Context: an optimization exercise on an open-source flow, tuned for a short achievable clock period, few clock cycles per item and low power. The choices shown serve that exercise and are no tape-out recipe.
In this exercise RTL edits were held to simulation tests only and were not proved equivalent to the original.
Power is estimated from default activity; no workload was simulated.

Setup of pepper:
Design fp_mul_pipe, start of the top module:
module fp_mul_pipe (
   input  logic        clk,
   input  logic        rst,
   input  logic        in_valid,
   output logic        in_ready,
   input  logic [31:0] op1,
   input  logic [31:0] op2,
   output logic        out_valid,
   input  logic        out_ready,
   output logic [31:0] res,
   output logic [3:0]  flags
);
Size in the first run: ~25,000 µm² of cells after synthesis.
==> flow/config.mk <==
export PLATFORM = sky130hd
export DESIGN_NAME = fp_mul_pipe
export DESIGN_NICKNAME = fp_mul_pipe
export VERILOG_FILES = /design/flow/design.v
export SDC_FILE = /design/flow/constraint.sdc
export NUM_CORES = 4
export LEC_CHECK = 0
export CAP_MARGIN = 20
export CORE_MARGIN = 2
export CORE_UTILIZATION = 40
export CTS_BUF_LIST = sky130_fd_sc_hd__clkbuf_8
export CTS_CLUSTER_DIAMETER = 60
export CTS_CLUSTER_SIZE = 20
export SLEW_MARGIN = 20
export SYNTH_HIERARCHICAL = 1
==> flow/constraint.sdc <==
create_clock -name core_clock -period 10.0 [get_ports {clk}]
set_input_delay 2.0000 -clock core_clock [delete_from_list [all_inputs] [get_ports {clk}]]
set_output_delay 2.0000 -clock core_clock [all_outputs]
set_load 0.01 [all_outputs]
standard.sh (not shown) runs the stock make flow with config.mk's settings and CLKGATE_MAP_FILE= SYNTH_SCRIPT=/design/flow/synth_recipe.tcl, a recipe that flattens the netlist after the stock synthesis.
==> flow/flow/run.sh <==
#!/bin/bash
set -euo pipefail
bash standard.sh SETUP_SLACK_MARGIN=6.45 "BUFFER_PORTS_ARGS=-buffer_cell sky130_fd_sc_hd__buf_4" finish > orfs_make.log 2>&1
pepper finished every step from synthesis to the final layout, and the layout passed the timing, design-rule and antenna checks.
Testbench counts of pepper, summed over its fixed seeds: cycles 32,032, items 32,000.
For lagoon, these inputs were changed with respect to pepper:
Settings: an added PLACE_DENSITY of 0.75.
==> flow/flow/run.sh <==
#!/bin/bash
set -euo pipefail
bash standard.sh SETUP_SLACK_MARGIN=6.3 finish > orfs_make.log 2>&1
==> results.txt <==
Register-to-register setup slack: lagoon vs pepper down 50 ps. On worst setup slack after layout: between pepper and lagoon, it ends up higher for pepper. Against pepper, lagoon reports a slew at the pin closest to its max-slew limit that is lower. Total power of lagoon is lower than that of pepper. The via count of the routed design reported for lagoon is smaller than that of pepper by 282. Of pepper and lagoon, the run reporting the higher global-route met1 utilization was pepper. The run showing the greater post-route clock period utilization is lagoon. Met1 routed wirelength after detailed routing: lagoon < pepper. Compared to pepper, the routing of lagoon uses less wire. Sum of met3 wire segment lengths after detailed routing: pepper and lagoon compared, higher one is pepper.

========
fp_mul_pipe, a different RTL version from the one above (not shown whole).
Size: ~2200 cells after synthesis, roughly 310 flip-flops, roughly 110 I/O pins, about 25000 µm² of cells after synthesis.
Settings: LEC_CHECK=0, CAP_MARGIN=20, CORE_MARGIN=2, CORE_UTILIZATION=40, CTS_BUF_LIST=sky130_fd_sc_hd__clkbuf_8, CTS_CLUSTER_DIAMETER=60, CTS_CLUSTER_SIZE=20, SLEW_MARGIN=20, SYNTH_HIERARCHICAL=1; clock period 10.0 ns.
==> flow/flow/run.sh <==
#!/bin/bash
set -euo pipefail
bash standard.sh SETUP_SLACK_MARGIN=6.1 finish > orfs_make.log 2>&1
Testbench counts at the start, summed over its fixed seeds: cycles 32,032, items 32,000.
Next try:
==> flow/flow/run.sh (replaced) <==
#!/bin/bash
set -euo pipefail
bash standard.sh SETUP_SLACK_MARGIN=6.2 finish > orfs_make.log 2>&1
Result: The changed run finished clean. Power went up by about 0.46%. Via count is about the same. Maximum frequency went up by about 1.4%. Die area is unchanged. Synthesized cell count is unchanged. Global-route usage went up by 0.34 points. Wire length went up by 1.7%. Register-to-register slack gains 50 ps.

========
## the reference run
fp_mul_pipe, a different RTL version from the one above (not shown whole).
Size in the first run: about 2200 cells after synthesis, about 320 flip-flops, about 110 I/O pins, about 26000 um2 of cells after synthesis.
Settings: LEC_CHECK=0, CAP_MARGIN=20, CORE_MARGIN=2, CORE_UTILIZATION=50, CTS_BUF_LIST=sky130_fd_sc_hd__clkbuf_8, CTS_CLUSTER_DIAMETER=60, CTS_CLUSTER_SIZE=20, SLEW_MARGIN=20, SYNTH_HIERARCHICAL=1; clock period 10.0 ns.
==> flow/flow/run.sh <==
#!/bin/bash
set -euo pipefail
bash standard.sh SETUP_SLACK_MARGIN=6.3 finish > orfs_make.log 2>&1
Testbench counts of the reference run, summed over its fixed seeds: cycles 32,032, items 32,000.
Setup changes, the reference run to the trial run
- CORE_UTILIZATION now 40, was 50
==> flow/flow/run.sh <==
#!/bin/bash
set -euo pipefail
bash standard.sh SETUP_SLACK_MARGIN=6.45 finish > orfs_make.log 2>&1
==> results.txt <==
The trial run against the reference run: number of buffers added by the clock tree synthesis step decreased 2, normalized max-slew margin decreased 5.5 points. Of the trial run and the reference run, it is the trial run that has the higher slew at the pin closest to its max-slew limit. The trial run — initial standard-cell utilization of the core 10 points lower, the reference run as reference. STATUS smallest setup slack after layout: the trial run wins against the reference run. Of the trial run and the reference run, the lower die footprint belongs to the reference run. The trial run — multi-input combinational cell area 4.1% higher, the reference run as reference. [the trial run] wire length per cell after detailed routing fell 2.8% relative to the reference run. Diff the trial run and the reference run: routed wire length higher in the trial run. Sort the trial run and the reference run by sequential share of layout area asc -> top: the trial run. Between the reference run and the trial run, the flow reports number of placement rows increasing by more than 10%.

========
red:
fp_mul_pipe again, from the RTL that the note above started with.
Settings: LEC_CHECK=0, CAP_MARGIN=20, CORE_MARGIN=2, CORE_UTILIZATION=40, CTS_BUF_LIST=sky130_fd_sc_hd__clkbuf_8 sky130_fd_sc_hd__clkbuf_16, CTS_CLUSTER_DIAMETER=100, CTS_CLUSTER_SIZE=30, SLEW_MARGIN=20, SYNTH_HIERARCHICAL=1; clock period 10.0 ns.
==> flow/flow/run.sh <==
#!/bin/bash
set -euo pipefail
bash standard.sh SETUP_SLACK_MARGIN=6.3 finish > orfs_make.log 2>&1
red: done, clean on timing, DRC and antenna
Testbench counts of red, summed over its fixed seeds: cycles 32,032, items 32,000.
Inputs modified between red and blue:
Settings: changing CTS_BUF_LIST from sky130_fd_sc_hd__clkbuf_8 sky130_fd_sc_hd__clkbuf_16 to sky130_fd_sc_hd__clkbuf_8; changing CTS_CLUSTER_DIAMETER from 100 to 60; changing CTS_CLUSTER_SIZE from 30 to 20.
Findings:
blue: flow completed, timing, DRC and antenna clean. blue and red ended up with roughly the same power in sequential cells. blue — fmax 0.58% higher, red as reference. The routing usage on met3 number comes out higher for blue vs red. Re leakage power: no difference whatsoever between red and blue. red ended up with s0_one[4]$_DFF_P_ as its timing startpoint of the critical path; blue ended up with s0_two[9]$_DFF_P_. Clock buffer and inverter area fraction after layout delta (blue -> red): insignificant. Sort blue and red by non-clock buffer count asc -> top: blue.

[port drivers added, routing unchanged]
How much do the figures lean on ideal ports? The routed layouts below were timed once more, with nothing changed but the port constraints. Step 1 sets driving cells, clkbuf_16 on the clock port and buf_2 on the other inputs (assumed; they add their load-dependent delay and slew). Step 2 times the ports against the registers' clock, not the clock port: input delays grow and output delays shrink by t, the midpoint of the rising clock arrivals with the driver on. a / b / c = ideal / step 1 / step 2; a / b = the first two.
| run | t, ns | slack for setup (ns) | worst setup path at the end | latest minus earliest clock arrival (ns) | pins driven straight from the clock port |
|---|---|---|---|---|---|
| pepper | 0.732 | 6.344 / 6.344 / 6.083 | input to register | 0.063 / 0.063 | 1 |
| lagoon | 0.716 | 6.294 / 6.294 / 5.750 | input to register | 0.072 / 0.072 | 1 |
| the first run of note 2 | 0.721 | 6.219 / 6.219 / 5.651 | input to register | 0.098 / 0.099 | 1 |
| the second run of note 2 | 0.716 | 6.273 / 6.273 / 5.762 | input to register | 0.053 / 0.053 | 1 |
| the reference run | 0.722 | 6.285 / 6.285 / 5.638 | input to register | 0.057 / 0.057 | 1 |
| the trial run | 0.715 | 6.333 / 6.335 / 5.649 | input to register | 0.098 / 0.099 | 1 |
| red | 0.619 | 6.332 / 6.295 / 5.797 | input to register | 0.085 / 0.085 | 1 |
| blue | 0.722 | 6.353 / 6.348 / 5.736 | input to register | 0.032 / 0.033 | 1 |
After both steps every run listed still meets setup and hold. The setup slack of the trial run, which loses most, moves by +0.002 ns with the drivers and by -0.684 ns with both steps.
